This is an optimization exercise on Yosys and OpenROAD, whose aim is small area, not a production implementation.
Where RTL was checked, it was by simulation tests only, not by an equivalence proof against the original.
The RTL of run 1 was laid out without a check of its function.
Power figures rest on the tool's default switching activity, not on a simulated workload.

`flow/config.mk`:
```
export PLATFORM = sky130hd
export DESIGN_NAME = cnn_receiver
export DESIGN_NICKNAME = cnn_receiver
export VERILOG_FILES = /design/flow/design.v
export SDC_FILE = /design/flow/constraint.sdc
export NUM_CORES = 4
export LEC_CHECK = 0
export CAP_MARGIN = 20
export CORE_MARGIN = 2
export CORE_UTILIZATION = 40
export CTS_CLUSTER_DIAMETER = 100
export CTS_CLUSTER_SIZE = 30
export SLEW_MARGIN = 20
```
`flow/constraint.sdc`:
```
create_clock -name core_clock -period 10.0 [get_ports {clk}]
set_input_delay 2.0000 -clock core_clock [delete_from_list [all_inputs] [get_ports {clk}]]
set_output_delay 2.0000 -clock core_clock [all_outputs]
set_load 0.01 [all_outputs]
```
`flow/design.v`:
```
package cnn_dim_pkg;
    localparam int CONV_DIM    = 8;
    localparam int NUM_LANES   = 4;
    localparam int POOL_DIM    = CONV_DIM / 2;
    localparam int POOL_WORDS  = POOL_DIM * POOL_DIM;
    localparam int NUM_CLASSES = 10;
    localparam int ACC_W  = 18;
    localparam int DATA_W = 16;
    localparam int PIX_W   = $clog2(CONV_DIM);
    localparam int POOL_AW = $clog2(POOL_WORDS);
    localparam int CLASS_W = $clog2(NUM_CLASSES);
    localparam int LANE_W  = $clog2(NUM_LANES);
    localparam int LANE_ACC_W  = NUM_LANES * ACC_W;
    localparam int LANE_DATA_W = NUM_LANES * DATA_W;
    localparam int BEAT_W = 1 + LANE_ACC_W;
    localparam int FMAP_WR_W = 1 + POOL_AW + LANE_DATA_W;
endpackage
package cnn_ctrl_pkg;
    localparam logic [1:0] CONV_PROCESS = 2'd0;
    localparam logic [1:0] FC_PROCESS   = 2'd1;
    localparam logic [1:0] CLASSIFY     = 2'd2;
    localparam int BIAS_AW = 4;
    localparam logic [BIAS_AW-1:0] BIAS_CONV_ADDR = 4'd0;
    localparam logic [BIAS_AW-1:0] BIAS_FC_BASE = 4'd1;
endpackage
`timescale 1ns/100ps
module rcv_sequencer
(
    input  logic                                clk,
    input  logic                                rst,
    input  logic                                mac_valid_i,
    output logic [cnn_ctrl_pkg::BIAS_AW-1:0]    bias_addr_o,
    output logic [1:0]                          bias_lane_o,
    output logic                                conv_beat_o,
    output logic                                fc_beat_o,
    output logic                                x_odd_o,
    output logic                                y_odd_o,
    output logic                                op_fc_o,
    output logic                                op_first_o,
    output logic [cnn_dim_pkg::CLASS_W-1:0]     op_class_o,
    output logic                                fc_o,
    output logic                                wr_en_o,
    output logic [cnn_dim_pkg::POOL_AW-1:0]     wr_addr_o,
    output logic                                digit_valid_o,
    output logic                                conv_phase_o
);
    logic [5:0] cnt;
    logic       fc;
    logic       cls;
    logic       conv;
    logic       fc_last;
    logic [1:0] lane;
    logic       op_fc;
    logic [2:0] dly;
    assign cls     = op_fc & ~fc;
    assign conv    = ~fc & ~cls;
    assign fc_last = fc & cnt[3] & cnt[0];
    always_ff @(posedge clk or posedge rst)
    begin
        if (rst)
        begin
            cnt     <= '0;
            fc      <= 1'b0;
            wr_en_o <= 1'b0;
            dly     <= '0;
            lane    <= '0;
            op_fc   <= 1'b0;
        end
        else
        begin
            if (mac_valid_i & ~cls)
            begin
                cnt <= fc_last ? 6'd0 : cnt + 6'd1;
            end
            if (mac_valid_i & fc)
            begin
                lane <= fc_last ? 2'd0 : lane + 2'd1;
            end
            if (mac_valid_i & conv & (&cnt))
            begin
                fc <= 1'b1;
            end
            else if (mac_valid_i & fc_last)
            begin
                fc <= 1'b0;
            end
            op_fc   <= mac_valid_i & fc;
            wr_en_o <= mac_valid_i & conv & cnt[3] & cnt[0];
            dly     <= {~dly[0] & (dly[2] | cls), dly[2:1]};
        end
    end
    assign conv_beat_o = mac_valid_i & conv;
    assign fc_beat_o   = mac_valid_i & fc;
    assign x_odd_o     = cnt[0];
    assign y_odd_o     = cnt[3];
    assign op_fc_o     = op_fc;
    assign op_first_o  = fc & (cnt[3:0] == 4'd1);
    assign op_class_o  = cls ? 4'd9 : cnt[3:0] - 4'd1;
    assign wr_addr_o = {cnt[5] ^ ~(cnt[4] | cnt[3]), cnt[4] ^ ~cnt[3], cnt[2] ^ ~cnt[1], ~cnt[1]};
    assign digit_valid_o = dly[0] & ~dly[1];
    assign conv_phase_o  = conv;
    assign fc_o          = fc;
    assign bias_addr_o = {2'b00, fc & (cnt[3] | cnt[2]), fc & ~cnt[2]};
    assign bias_lane_o = lane;
endmodule
`timescale 1ns/100ps
module bias_relu_pool
#(
    parameter bit FC_LANE = 1'b0
)
(
    input  logic                              clk,
    input  logic [cnn_dim_pkg::DATA_W-1:0]    acc_i,
    input  logic [cnn_dim_pkg::DATA_W-1:0]    bias_i,
    input  logic                              fc_i,
    input  logic                              conv_beat_i,
    input  logic                              fc_beat_i,
    input  logic                              x_odd_i,
    input  logic                              y_odd_i,
    input  logic                              best_load_i,
    output logic [cnn_dim_pkg::DATA_W-1:0]    score_o,
    output logic [cnn_dim_pkg::DATA_W-1:0]    best_o,
    output logic [cnn_dim_pkg::DATA_W-1:0]    wr_data_o
);
    localparam int DW = cnn_dim_pkg::DATA_W;
    logic [DW-1:0] s;
    logic          s_co;
    logic [DW-1:0] pix;
    logic          neg;
    logic          keep;
    logic [DW:0]   addend;
    logic [DW:0]   sum;
    logic          sum_co;
    logic [DW:0]   e0;
    logic [DW-1:0] e1;
    logic [DW-1:0] e2;
    logic [DW-1:0] e3;
    rca #(.W(DW)) u_bias_add (.a(acc_i), .b(bias_i), .s(s), .co(s_co));
    generate
        if (FC_LANE)
        begin : g_fc
            assign pix = {fc_i & s[DW-1], s[DW-2:0]};
            assign neg = ~fc_i & s[DW-1];
        end
        else
        begin : g_conv
            assign pix = {1'b0, s[DW-2:0]};
            assign neg = s[DW-1];
        end
    endgenerate
    assign keep   = ~(conv_beat_i | fc_beat_i);
    assign addend = ((~fc_i & x_odd_i) | keep) ? e0
                  : (~fc_i & y_odd_i) ? {1'b0, e1}
                  : '0;
    rca #(.W(DW+1)) u_win_add (.a((DW+1)'(pix)), .b(addend), .s(sum), .co(sum_co));
    always_ff @(posedge clk)
    begin
        e0 <= (neg | keep) ? addend : sum;
    end
    always_ff @(posedge clk)
    begin
        if (conv_beat_i & ~x_odd_i)
        begin
            e1 <= e2;
            e2 <= e3;
        end
        if ((conv_beat_i & ~x_odd_i) | best_load_i)
        begin
            e3 <= e0[DW-1:0];
        end
    end
    assign score_o   = e0[DW-1:0];
    assign best_o    = e3;
    assign wr_data_o = {1'b0, e0[DW:2]};
endmodule
module rca
#(
    parameter int W = 16
)
(
    input  logic [W-1:0] a,
    input  logic [W-1:0] b,
    output logic [W-1:0] s,
    output logic         co
);
    logic [W:0] c;
    assign c[0] = 1'b0;
    genvar i;
    generate
        for (i = 0; i < W; i++)
        begin : g_bit
            assign s[i]   = a[i] ^ b[i] ^ c[i];
            assign c[i+1] = (a[i] & b[i]) | (c[i] & (a[i] ^ b[i]));
        end
    endgenerate
    assign co = c[W];
endmodule
`timescale 1ns/100ps
module score_argmax
(
    input  logic                                clk,
    input  logic                                op_fc_i,
    input  logic                                op_first_i,
    input  logic [cnn_dim_pkg::CLASS_W-1:0]     op_class_i,
    input  logic [cnn_dim_pkg::DATA_W-1:0]      score_i,
    input  logic [cnn_dim_pkg::DATA_W-1:0]      best_i,
    output logic                                load_o,
    output logic [cnn_dim_pkg::CLASS_W-1:0]     digit_o
);
    logic [cnn_dim_pkg::DATA_W:0]   ge_c;
    logic [cnn_dim_pkg::DATA_W-1:0] ge_a;
    logic [cnn_dim_pkg::DATA_W-1:0] ge_b;
    assign ge_a    = {~score_i[cnn_dim_pkg::DATA_W-1], score_i[cnn_dim_pkg::DATA_W-2:0]};
    assign ge_b    = {best_i[cnn_dim_pkg::DATA_W-1], ~best_i[cnn_dim_pkg::DATA_W-2:0]};
    assign ge_c[0] = 1'b1;
    genvar i;
    generate
        for (i = 0; i < cnn_dim_pkg::DATA_W; i++)
        begin : g_ge
            assign ge_c[i+1] = (ge_a[i] & ge_b[i]) | (ge_c[i] & (ge_a[i] | ge_b[i]));
        end
    endgenerate
    assign load_o = op_fc_i & (op_first_i | ge_c[cnn_dim_pkg::DATA_W]);
    always_ff @(posedge clk)
    begin
        if (load_o)
        begin
            digit_o <= op_class_i;
        end
    end
endmodule
`timescale 1ns/100ps
module cnn_receiver
(
    input  logic                                   clk,
    input  logic                                   rst,
    input  logic [cnn_dim_pkg::BEAT_W-1:0]         mac_i,
    input  logic [cnn_dim_pkg::LANE_DATA_W-1:0]    bias_q_i,
    output logic [cnn_ctrl_pkg::BIAS_AW-1:0]       bias_addr_o,
    output logic [cnn_dim_pkg::FMAP_WR_W-1:0]      fmap_wr_o,
    output logic                                   conv_phase_o,
    output logic [cnn_dim_pkg::CLASS_W-1:0]        digit_o,
    output logic                                   digit_valid_o
);
    localparam int DW = cnn_dim_pkg::DATA_W;
    localparam int AW = cnn_dim_pkg::ACC_W;
    logic                                mac_valid;
    logic [1:0]                          bias_lane;
    logic                                conv_beat;
    logic                                fc_beat;
    logic                                x_odd;
    logic                                y_odd;
    logic                                op_fc;
    logic                                op_first;
    logic [cnn_dim_pkg::CLASS_W-1:0]     op_class;
    logic                                fc;
    logic                                wr_en;
    logic [cnn_dim_pkg::POOL_AW-1:0]     wr_addr;
    logic [cnn_dim_pkg::LANE_DATA_W-1:0] wr_data;
    logic [DW-1:0]                       bias0;
    logic [DW-1:0]                       score;
    logic [DW-1:0]                       best;
    logic                                best_load;
    assign mac_valid = mac_i[cnn_dim_pkg::BEAT_W-1];
    rcv_sequencer u_seq
    (
        .clk           (clk),
        .rst           (rst),
        .mac_valid_i   (mac_valid),
        .bias_addr_o   (bias_addr_o),
        .bias_lane_o   (bias_lane),
        .conv_beat_o   (conv_beat),
        .fc_beat_o     (fc_beat),
        .x_odd_o       (x_odd),
        .y_odd_o       (y_odd),
        .op_fc_o       (op_fc),
        .op_first_o    (op_first),
        .op_class_o    (op_class),
        .fc_o          (fc),
        .wr_en_o       (wr_en),
        .wr_addr_o     (wr_addr),
        .digit_valid_o (digit_valid_o),
        .conv_phase_o  (conv_phase_o)
    );
    assign bias0 = bias_q_i[bias_lane*DW +: DW];
    genvar k;
    generate
        for (k = 0; k < cnn_dim_pkg::NUM_LANES; k++)
        begin : g_lane
            logic [DW-1:0] sc;
            logic [DW-1:0] b;
            if (k == 0)
            begin : g_l0
                bias_relu_pool #(.FC_LANE(1'b1)) u_lane
                (
                    .clk         (clk),
                    .acc_i       (mac_i[k*AW +: DW]),
                    .bias_i      (bias0),
                    .fc_i        (fc),
                    .conv_beat_i (conv_beat),
                    .fc_beat_i   (fc_beat),
                    .x_odd_i     (x_odd),
                    .y_odd_i     (y_odd),
                    .best_load_i (best_load),
                    .score_o     (score),
                    .best_o      (best),
                    .wr_data_o   (wr_data[k*DW +: DW])
                );
            end
            else
            begin : g_ln
                bias_relu_pool #(.FC_LANE(1'b0)) u_lane
                (
                    .clk         (clk),
                    .acc_i       (mac_i[k*AW +: DW]),
                    .bias_i      (bias_q_i[k*DW +: DW]),
                    .fc_i        (1'b0),
                    .conv_beat_i (conv_beat),
                    .fc_beat_i   (1'b0),
                    .x_odd_i     (x_odd),
                    .y_odd_i     (y_odd),
                    .best_load_i (1'b0),
                    .score_o     (sc),
                    .best_o      (b),
                    .wr_data_o   (wr_data[k*DW +: DW])
                );
            end
        end
    endgenerate
    score_argmax u_argmax
    (
        .clk        (clk),
        .op_fc_i    (op_fc),
        .op_first_i (op_first),
        .op_class_i (op_class),
        .score_i    (score),
        .best_i     (best),
        .load_o     (best_load),
        .digit_o    (digit_o)
    );
    assign fmap_wr_o = {wr_en, wr_addr, wr_data};
endmodule
```
`flow/flow/run.sh`:
```
#!/bin/bash
# Standard layout, with the port buffers made from the smallest buffer cell and no dummy clock loads
export BUFFER_PORTS_ARGS="-buffer_cell sky130_fd_sc_hd__buf_1"
export CTS_ARGS="-sink_clustering_enable -repair_clock_nets -sink_clustering_size 30 -sink_clustering_max_diameter 100 -dont_use_dummy_load"
bash standard.sh > standard.log 2>&1
```
`flow/standard.sh`:
```
#!/bin/bash
# synth_recipe.tcl (not shown) runs the flow's synth.tcl, then flattens the netlist and writes it again
# the make line also repeats each setting of config.mk as NAME=value (left out here)
make -C /OpenROAD-flow-scripts/flow DESIGN_CONFIG=/design/flow/config.mk WORK_HOME=/design/flow/orfs CLKGATE_MAP_FILE= SYNTH_SCRIPT=/design/flow/synth_recipe.tcl "${@:-finish}"
```
==> results of run 1 <==
==> through the flow <==
step                std cells  setup TNS (ps)
floorplan                 981               0
global placement         1554          -244.0
detailed placement       1554          -509.1
CTS                      1567               0
global route             1567               0
finish                   1568               0
==> worst max-delay path by stage <==
stage,end,startpoint,slack [ps]
final,g_lane[1].g_ln.u_lane.e0[15]$_DFF_P_,bias_q_i[16],460
after global routing,g_lane[3].g_ln.u_lane.e0[15]$_DFF_P_,mac_i[54],180
after CTS,g_lane[3].g_ln.u_lane.e0[15]$_DFF_P_,mac_i[54],340
after detailed placement,g_lane[3].g_ln.u_lane.e0[15]$_DFF_P_,mac_i[54],-150
after global placement,g_lane[1].g_ln.u_lane.e0[15]$_DFF_P_,bias_q_i[16],-120
after floorplan,g_lane[1].g_ln.u_lane.e0[10]$_DFF_P_,mac_i[18],340
==> logic make-up (layout without fill, tap and decap cells) <==
family	after synthesis	in the layout	synth area share, %
flops	278	278	55.44
compound gates	66	66	2.958
xor+xnor	17	17	1.087
simple gates	230	230	7.477
other cells	1	7	0.02736
fa+ha+maj	133	133	18.31
mux	80	80	7.934
buf+inv	171	309	6.765
==> flip-flops by register name (all words and copies together), names as in the netlist <==
| signal | flops |
|---|---|
| g_lane.g_ln.u_lane.e0 | 51 |
| g_lane.g_ln.u_lane.e1 | 48 |
| g_lane.g_ln.u_lane.e2 | 48 |
| g_lane.g_ln.u_lane.e3 | 48 |
| g_lane.g_l0.u_lane.e0 | 17 |
| g_lane.g_l0.u_lane.e1 | 16 |
| g_lane.g_l0.u_lane.e2 | 16 |
| g_lane.g_l0.u_lane.e3 | 16 |
| u_seq.cnt | 6 |
| u_argmax.digit_o | 4 |
| u_seq.dly | 3 |
| u_seq.lane | 2 |
| u_seq.fc | 1 |
| u_seq.op_fc | 1 |
| u_seq.wr_en_o | 1 |
==> layout make-up <==
class	instances	area, um2	share of cell area (%)
clock buffer	13	325.3	2.179
tap	448	560.5	3.754
multi-input combinational	532	5205	34.86
timing repair buffer	225	964.7	6.461
antenna	1	2.502	0.01676
inverter	71	274.0	1.835
sequential	278	7599	50.89
==> worst register-to-register path, cell delays in order (launching register included) <==
cell	delay [ps]
sky130_fd_sc_hd__dfrtp_1	590
sky130_fd_sc_hd__mux4_2	660
sky130_fd_sc_hd__ha_1	230
sky130_fd_sc_hd__fa_1	380
sky130_fd_sc_hd__fa_1	400
sky130_fd_sc_hd__fa_1	420
sky130_fd_sc_hd__fa_1	400
sky130_fd_sc_hd__fa_1	400
sky130_fd_sc_hd__fa_1	470
sky130_fd_sc_hd__fa_1	450
sky130_fd_sc_hd__fa_1	400
sky130_fd_sc_hd__fa_1	400
sky130_fd_sc_hd__fa_1	410
sky130_fd_sc_hd__fa_1	400
sky130_fd_sc_hd__fa_1	400
sky130_fd_sc_hd__fa_1	380
sky130_fd_sc_hd__inv_1	80
sky130_fd_sc_hd__fa_1	150
sky130_fd_sc_hd__inv_1	50
sky130_fd_sc_hd__fa_1	380
sky130_fd_sc_hd__fa_1	430
sky130_fd_sc_hd__mux2_4	270
==> cells in the final DEF (no fill, tap or decap), types with 6 or more instances in the layout <==
cell	count
sky130_fd_sc_hd__buf_1	203
sky130_fd_sc_hd__edfxtp_1	196
sky130_fd_sc_hd__nand2_1	126
sky130_fd_sc_hd__fa_1	113
sky130_fd_sc_hd__inv_1	70
sky130_fd_sc_hd__dfxtp_1	68
sky130_fd_sc_hd__mux2_2	45
sky130_fd_sc_hd__nand3_1	44
sky130_fd_sc_hd__nor2_1	23
sky130_fd_sc_hd__a21oi_1	20
sky130_fd_sc_hd__o21ai_0	19
sky130_fd_sc_hd__ha_1	19
sky130_fd_sc_hd__buf_4	19
sky130_fd_sc_hd__mux4_2	16
sky130_fd_sc_hd__mux2i_1	13
sky130_fd_sc_hd__clkbuf_16	13
sky130_fd_sc_hd__dfrtp_1	13
sky130_fd_sc_hd__and3_1	11
sky130_fd_sc_hd__xor2_1	9
sky130_fd_sc_hd__xnor2_1	8
sky130_fd_sc_hd__nand2b_1	8
sky130_fd_sc_hd__nor2b_1	7
sky130_fd_sc_hd__mux2_4	6
sky130_fd_sc_hd__conb_1	6
==> power groups by stage <==
stage,combinational (W),clock (W),sequential [W]
5_1_grt,0.00219,0.000634,0.00197
3_3_place_gp,0.00186,0,0.00194
4_1_cts,0.00195,0.000598,0.00193
3_5_place_dp,0.00193,0,0.00195
6_report,0.00190,0.000578,0.00192
2_1_floorplan,0.00151,0,0.00186
==> per-layer routing <==
metal,share of wire (%),routed length (um)
met1,44,13580
met2,47,14500
met3,6.1,1876
met4,2.6,813
met5,0.097,30
==> parameters.txt, run 1 <==
Parameter                              Value

Run status
  Status  timing/DRC/antenna clean

Finish
  Filler Cell Count    between 3000 and 4000
  Share of post-route cells with drive strength above 1    under 10%
  Design Area, Final    about 15000 um2
  Net count of the finished layout    1392
  Layout area overhead    8.948%
  Fin util    44.42%

Worst setup path
  Total number of cells along the worst setup path    23
  Largest fanout of any net on the critical path    2
  Arrival time at the worst endpoint    between 9000 and 10000 ps
  Highest-delay cell along the critical path    sky130_fd_sc_hd__fa_1
  Cell family with most CP delay    adder cells
  Category of the worst setup path capture point    flip-flop
  Setup slack, reg-to-reg    around 1800 ps
  Delay of the slowest cell on the worst path    530 ps
  Critical path buffer and inverter count    5
  Start of the worst register-to-register path    u_seq.lane[0]$_DFFE_PP0P_
  Cell depth of the worst flop-to-flop path    21
  Cells traversed along the worst timing path    buf_1 > ha_1 > fa_1 > fa_1 > fa_1 > fa_1 > fa_1 > fa_1 > fa_1 > fa_1 > fa_1 > fa_1 > fa_1 > fa_1 > inv_1 > fa_1 > inv_1 > fa_1 > inv_1 > fa_1 > inv_1 > ha_1 > mux2_2
  Start-to-end type of the worst setup path    in2reg
  Kind of start point of the critical path    input port
  Required time of the critical path    ~10000 ps
  Worst r2r dst    g_lane[0].g_l0.u_lane.e0[15]$_DFF_P_
  Critical Path Most Common Cell    sky130_fd_sc_hd__fa_1

Die
  Width of the chip    approximately 190 um
  Total Die Area    35760 um2
  Number of placement rows    between 60 and 70
  Core Area    ~34000 um2
  Initial core utilization    40.77%
  Num ports    between 200 and 250
  Die outline height    between 150 and 200 um

Clock network
  Clock-pin slew on the worst setup and hold paths    120 ps
  Clock insertion delay at the later pin of the skew report    approximately 490 ps
  Cts repair resizes    0
  Clock root buffer master    sky130_fd_sc_hd__clkbuf_16
  CTS sink count    approximately 280
  Hold-fix buffers, CTS    0
  CTS tree    done
  Buffer count from post-CTS setup fixing    0
  Cts bufs inserted    13
  Clk buf depth    3
  Number of H-tree levels    1

STA
  Setup repair after global routing missed its margin    false
  Smallest setup slack after layout    455.3 ps
  Worst-Margin Slew    just over 800 ps
  Setup-failing EPs final    0
  Number of endpoints with negative hold slack in the final report    0
  Clock period minus worst slack    9545 ps
  Period Utilization, post-route    roughly 95%
  Max-slew violations    0
  Final setup skew    about 25 ps
  Worst slack on hold paths    between 300 and 400 ps
  Max-Slew Margin vs Limit    45.10%
  Maximum clock rate    roughly 100 MHz

Placed design
  Dpl ws    -152.0 ps
  Total placed instance area    14600 um2
  HPWL after detailed placement    around 24000 um
  Final GP Congestion    just over 0.8
  Count of input and output buffers    ~200

Route
  Total iterations of the first detailed-routing run    6
  Vias per Instance    4.881
  DRC    0
  Number of DRC violations after detailed-routing iteration 0    between 400 and 500
  Detail-routed net length per standard cell    ~20 um
  Via count    between 7000 and 8000
  Final wirelength    a little over 30000 um
  Detail Route Antenna Nets    0

Flow run
  Reported max-cap violation count    0

Hold path
  Hold Path Origin    u_seq.dly[1]$_DFF_PP0_
  Path type of the worst min-delay path    reg2reg
  Hold Crit Endpoint    u_seq.dly[0]$_DFF_PP0_
  Worst hold stages    0

Synth
  Commonest cells post-synth    sky130_fd_sc_hd__edfxtp_1, sky130_fd_sc_hd__nand2_1, sky130_fd_sc_hd__fa_1
  Top cells by area, synth    sky130_fd_sc_hd__edfxtp_1, sky130_fd_sc_hd__fa_1, sky130_fd_sc_hd__dfxtp_1
  Post-synth EDFFs    ~200
  Post-synth ARST share    under 10%
  Gate count after technology mapping    976
  Cell taking the most area after synthesis    sky130_fd_sc_hd__edfxtp_1
  Sequential-to-total area share from yosys stat    approximately 55%
  Post-synthesis area per instance    about 14 um2
  Number of unique standard cell types used by synthesis    54
  Total standard cell area after synthesis    13700 um2
  Area share of the largest cell type after synthesis    42.95%
  Most frequent cell after synthesis    sky130_fd_sc_hd__edfxtp_1
  Top flip-flop cell by instance count after synthesis    sky130_fd_sc_hd__edfxtp_1
  Register bit count reported by yosys    ~280
  Number of warnings issued by yosys    4

GRT
  Met3 usage in global routing    approximately 3.8%
  Total global-route track usage    17.51%
  Maximum number of pins on one net before global-route repair    70
  Via count of the first global-routing pass    roughly 8000
  Met2 GRT Util    between 20% and 30%
  Global-route met1 utilization    roughly a quarter
  Grt total ovfl    0
  First-pass GRT wire length    between 40000 and 50000 um
  Most crowded layer after global routing    met2
  Antenna violations before repair    3

Power
  Power density over the cells    slightly below 300 nW/um2
  Internal Dissipation    0.002742 W
  Switching Share    37.69%
  Sequential fraction of design power    43.7%
  Total leakage power    around 5.7 nW
  Peak supply drop    ~0.00012 V
  Power dissipated by switching net loads    approximately 0.0017 W
  Final Power    about 0.0044 W
  Fraction of power consumed by the clock network    a little over an eighth
  Fraction of power consumed by combinational cells    between 40% and 50%
==> run 2, diff against run 1 <==
--- a/flow/design.v
+++ b/flow/design.v
@@ -52,7 +52,6 @@
     logic [1:0] lane;
     logic       op_fc;
     logic [2:0] dly;
-    assign cls     = op_fc & ~fc;
     assign conv    = ~fc & ~cls;
     assign fc_last = fc & cnt[3] & cnt[0];
     always_ff @(posedge clk or posedge rst)
@@ -61,6 +60,7 @@
         begin
             cnt     <= '0;
             fc      <= 1'b0;
+            cls     <= 1'b0;
             wr_en_o <= 1'b0;
             dly     <= '0;
             lane    <= '0;
@@ -84,6 +84,7 @@
             begin
                 fc <= 1'b0;
             end
+            cls     <= mac_valid_i & fc_last;
             op_fc   <= mac_valid_i & fc;
             wr_en_o <= mac_valid_i & conv & cnt[3] & cnt[0];
             dly     <= {~dly[0] & (dly[2] | cls), dly[2:1]};
==> parameters.txt, run 2 <==
Parameter                              Value

Finish
  Commonest cells after routing, fill and taps aside    sky130_fd_sc_hd__buf_1, sky130_fd_sc_hd__edfxtp_1, sky130_fd_sc_hd__fa_1
  Layout area overhead    8.593%
  Fin util    ~44%
  Biggest register    g_lane.g_ln.u_lane.e0
  Max FFs per register    51
  Net count of the finished layout    1291
  Commonest non-fill, non-tap cell in the layout    sky130_fd_sc_hd__buf_1
  Share of post-route cells with drive strength above 1    under 10%
  Diodes inserted    0
  Design Area, Final    14750 um2

Worst setup path
  Delay of the slowest cell on the worst path    590 ps
  Start-to-end type of the worst setup path    in2reg
  Highest-delay cell along the critical path    sky130_fd_sc_hd__fa_1
  Cell family with most CP delay    adder cells
  Required time of the critical path    10370 ps
  Critical Path Most Common Cell    sky130_fd_sc_hd__fa_1
  Kind of start point of the critical path    input port
  Cells traversed along the worst timing path    buf_1 > ha_1 > fa_1 > fa_1 > fa_1 > fa_1 > fa_1 > fa_1 > fa_1 > fa_1 > fa_1 > fa_1 > fa_1 > fa_1 > inv_1 > fa_1 > inv_1 > fa_1 > inv_1 > fa_1 > inv_1 > ha_1 > mux2_2
  Critical path buffer and inverter count    5
  Arrival time at the worst endpoint    9900 ps
  Largest fanout of any net on the critical path    1
  Category of the worst setup path capture point    flip-flop

Synth
  Compound-cell area share of the yosys netlist    under 10%
  Combinational family with the most area after synthesis    adder cells
  Post-synth EDFFs    a little under 200
  Most frequent cell after synthesis    sky130_fd_sc_hd__edfxtp_1
  Cell taking the most area after synthesis    sky130_fd_sc_hd__edfxtp_1
  Post-synth ARST share    5.376%
  Number of warnings issued by yosys    4
  Xor/xnor cell area share of the yosys netlist    between 1 and 1.5%
  Sequential-to-total area share from yosys stat    approximately 56%
  Top flip-flop cell by instance count after synthesis    sky130_fd_sc_hd__edfxtp_1
  Simple-gate area share of the yosys netlist    4.025%
  Area share of the largest cell type after synthesis    ~43%
  Top cells by area, synth    sky130_fd_sc_hd__edfxtp_1, sky130_fd_sc_hd__fa_1, sky130_fd_sc_hd__dfxtp_1
  Multiplexer area fraction after synthesis    8.142%
  Gate count after technology mapping    approximately 880
  Synthesized-area fraction occupied by adder cells    between 10% and 20%
  Commonest cells post-synth    sky130_fd_sc_hd__edfxtp_1, sky130_fd_sc_hd__fa_1, sky130_fd_sc_hd__inv_1
  Total standard cell area after synthesis    13580 um2
  Register bit count reported by yosys    roughly 280
  Post-synthesis area per instance    between 15 and 20 um2
  Number of unique standard cell types used by synthesis    54

Clock network
  Clk buf depth    3
  Number of H-tree levels    1
  Clock-pin slew on the worst setup and hold paths    approximately 90 ps
  Clock root buffer master    sky130_fd_sc_hd__clkbuf_16
  Cts repair resizes    0
  Hold-fix buffers, CTS    0
  CTS tree    done
  Clock insertion delay at the later pin of the skew report    ~500 ps
  Cts bufs inserted    13
  Buffer count from post-CTS setup fixing    0
  CTS sink count    roughly 280

STA
  Setup-failing EPs final    0
  Period Utilization, post-route    95.28%
  Maximum clock rate    between 100 and 150 MHz
  Max-slew violations    0
  Final setup skew    a little over 20 ps
  Max-Slew Margin vs Limit    roughly two fifths
  Number of endpoints with negative hold slack in the final report    0
  Clock period minus worst slack    between 9000 and 10000 ps
  Worst-Margin Slew    ~900 ps
  Worst slack on hold paths    approximately 390 ps
  Setup tns final    0 ps
  Setup repair after global routing missed its margin    false

Die
  Die outline height    approximately 190 um
  Initial core utilization    40.61%
  Total Die Area    around 35000 um2
  Num ports    218
  Number of placement rows    67
  Core Area    33450 um2
  Width of the chip    roughly 190 um

Power
  Fraction of power consumed by the clock network    roughly an eighth
  Power dissipated by switching net loads    about 0.0017 W
  Final Power    between 0.004 and 0.005 W
  Power density over the cells    approximately 310 nW/um2
  Switching Share    roughly 37%
  Peak supply drop    0.0001330 V
  Total leakage power    ~5.5 nW
  Internal Dissipation    between 0.002 and 0.003 W
  Fraction of power consumed by combinational cells    around 43%
  Sequential fraction of design power    between 40% and 50%

Hold path
  Path type of the worst min-delay path    reg2reg

GRT
  Total global-route track usage    between 15 and 20%
  Grt total ovfl    0
  Antenna violations before repair    0
  First-pass GRT wire length    44920 um
  Via count of the first global-routing pass    around 7600
  Maximum number of pins on one net before global-route repair    between 100 and 150

Route
  Via count    ~7000
  Detail Route Antenna Nets    0
  Final wirelength    28610 um
  Total iterations of the first detailed-routing run    5
  Vias per Instance    a little under 5
  Detail-routed net length per standard cell    ~20 um
  Number of DRC violations after detailed-routing iteration 0    between 300 and 400
  DRC    0

Flow run
  Reported max-cap violation count    0

Placed design
  Final GP Congestion    between 0.7 and 0.8
  Count of input and output buffers    roughly 200
  HPWL after detailed placement    21470 um
  Total placed instance area    around 14000 um2

Run status
  Status  timing/DRC/antenna clean
==> run 2: power by group through the flow <==
stage / registers [W] / clock network [W] / logic (W)
6_report: 0.00201 / 0.000575 / 0.00194
3_5_place_dp: 0.00203 / 0 / 0.00199
4_1_cts: 0.00201 / 0.000603 / 0.00200
5_1_grt: 0.00206 / 0.000630 / 0.00224
3_3_place_gp: 0.00202 / 0 / 0.00193
2_1_floorplan: 0.00195 / 0 / 0.00160
==> run 2: cells by family after synthesis <==
group	after synthesis
AOI/OAI and AO/OA	90
DFF	279
and+or+nand+nor	111
xor gates and xnor gates	19
adders and majority gates	133
other	1
muxes	80
buffers and inverters	166
==> run 2: path summary, 6_finish.rpt <==
path / startpoint / endpoint / slack, ps / cells after the start
min: u_seq.dly[2]$_DFF_PP0_ / u_seq.dly[1]$_DFF_PP0_ / 390 / 0
max: mac_i[36] / g_lane[2].g_ln.u_lane.e0[15]$_DFF_P_ / 470 / 23
max in group asynchronous: rst / u_seq.op_fc$_DFF_PP0_ / 8070 / 2
min in group asynchronous: rst / u_seq.dly[0]$_DFF_PP0_ / 1550 / 2
min reg2reg: u_seq.dly[2]$_DFF_PP0_ / u_seq.dly[1]$_DFF_PP0_ / 390 / 0
max reg2reg: u_seq.lane[0]$_DFFE_PP0P_ / g_lane[0].g_l0.u_lane.e0[15]$_DFF_P_ / 1590 / 22
==> run 2: layout make-up <==
class / instances / area (um2)
clock buffer: 13 / 325.3
fill: 3070 / 18700
inverter: 70 / 270.3
multi-input combinational: 439 / 5056
sequential: 279 / 7622
tap: 448 / 560.5
timing repair buffer: 217 / 917.1
==> run 2: metrics by stage <==
step	std cells	setup WS [ps]
floorplan	884	505.6
global placement	1453	-133.4
detailed placement	1453	-175.5
CTS	1466	361.1
global route	1466	143.2
finish	1466	472.2
==> run 2: layer usage <==
metal	routed length (um)	up-vias	global-route usage, %
li1	-	3299	-
met1	13460	3661	24.03
met2	13460	185	27.11
met3	1258	21	2.570
met4	424	0	2.786
met5	0	-	0

[separate check: timing with driven ports]
No port has a modelled driver above. Below, the same layouts with a new extraction and two added sets of constraints. Step 1 sets driving cells, clkbuf_16 on the clock port and buf_2 on the other inputs (assumed; they add their load-dependent delay and slew). Step 2 also shifts input and output timing later by t, the mid clock arrival at the registers, as if the neighbouring blocks saw the same clock. Slacks: no drivers / after step 1 / after step 2; pairs: no drivers / after step 1.
| run | t (ns) | setup WS [ns] | worst hold slack (ns) | slew at the worst register clock pin (ns) |
|---|---|---|---|---|
| run 1 | 0.525 | 0.455 / 0.476 / -0.049 | 0.396 / 0.396 / 0.396 | 0.12 / 0.12 |
| run 2 | 0.524 | 0.472 / 0.500 / -0.024 | 0.387 / 0.387 / 0.387 | 0.11 / 0.11 |
Met with ideal ports but missed after step 2: setup timing in run 1 and run 2. For run 1, which loses most, drivers alone change the setup slack by +0.021 ns; drivers and shift together by -0.504 ns.
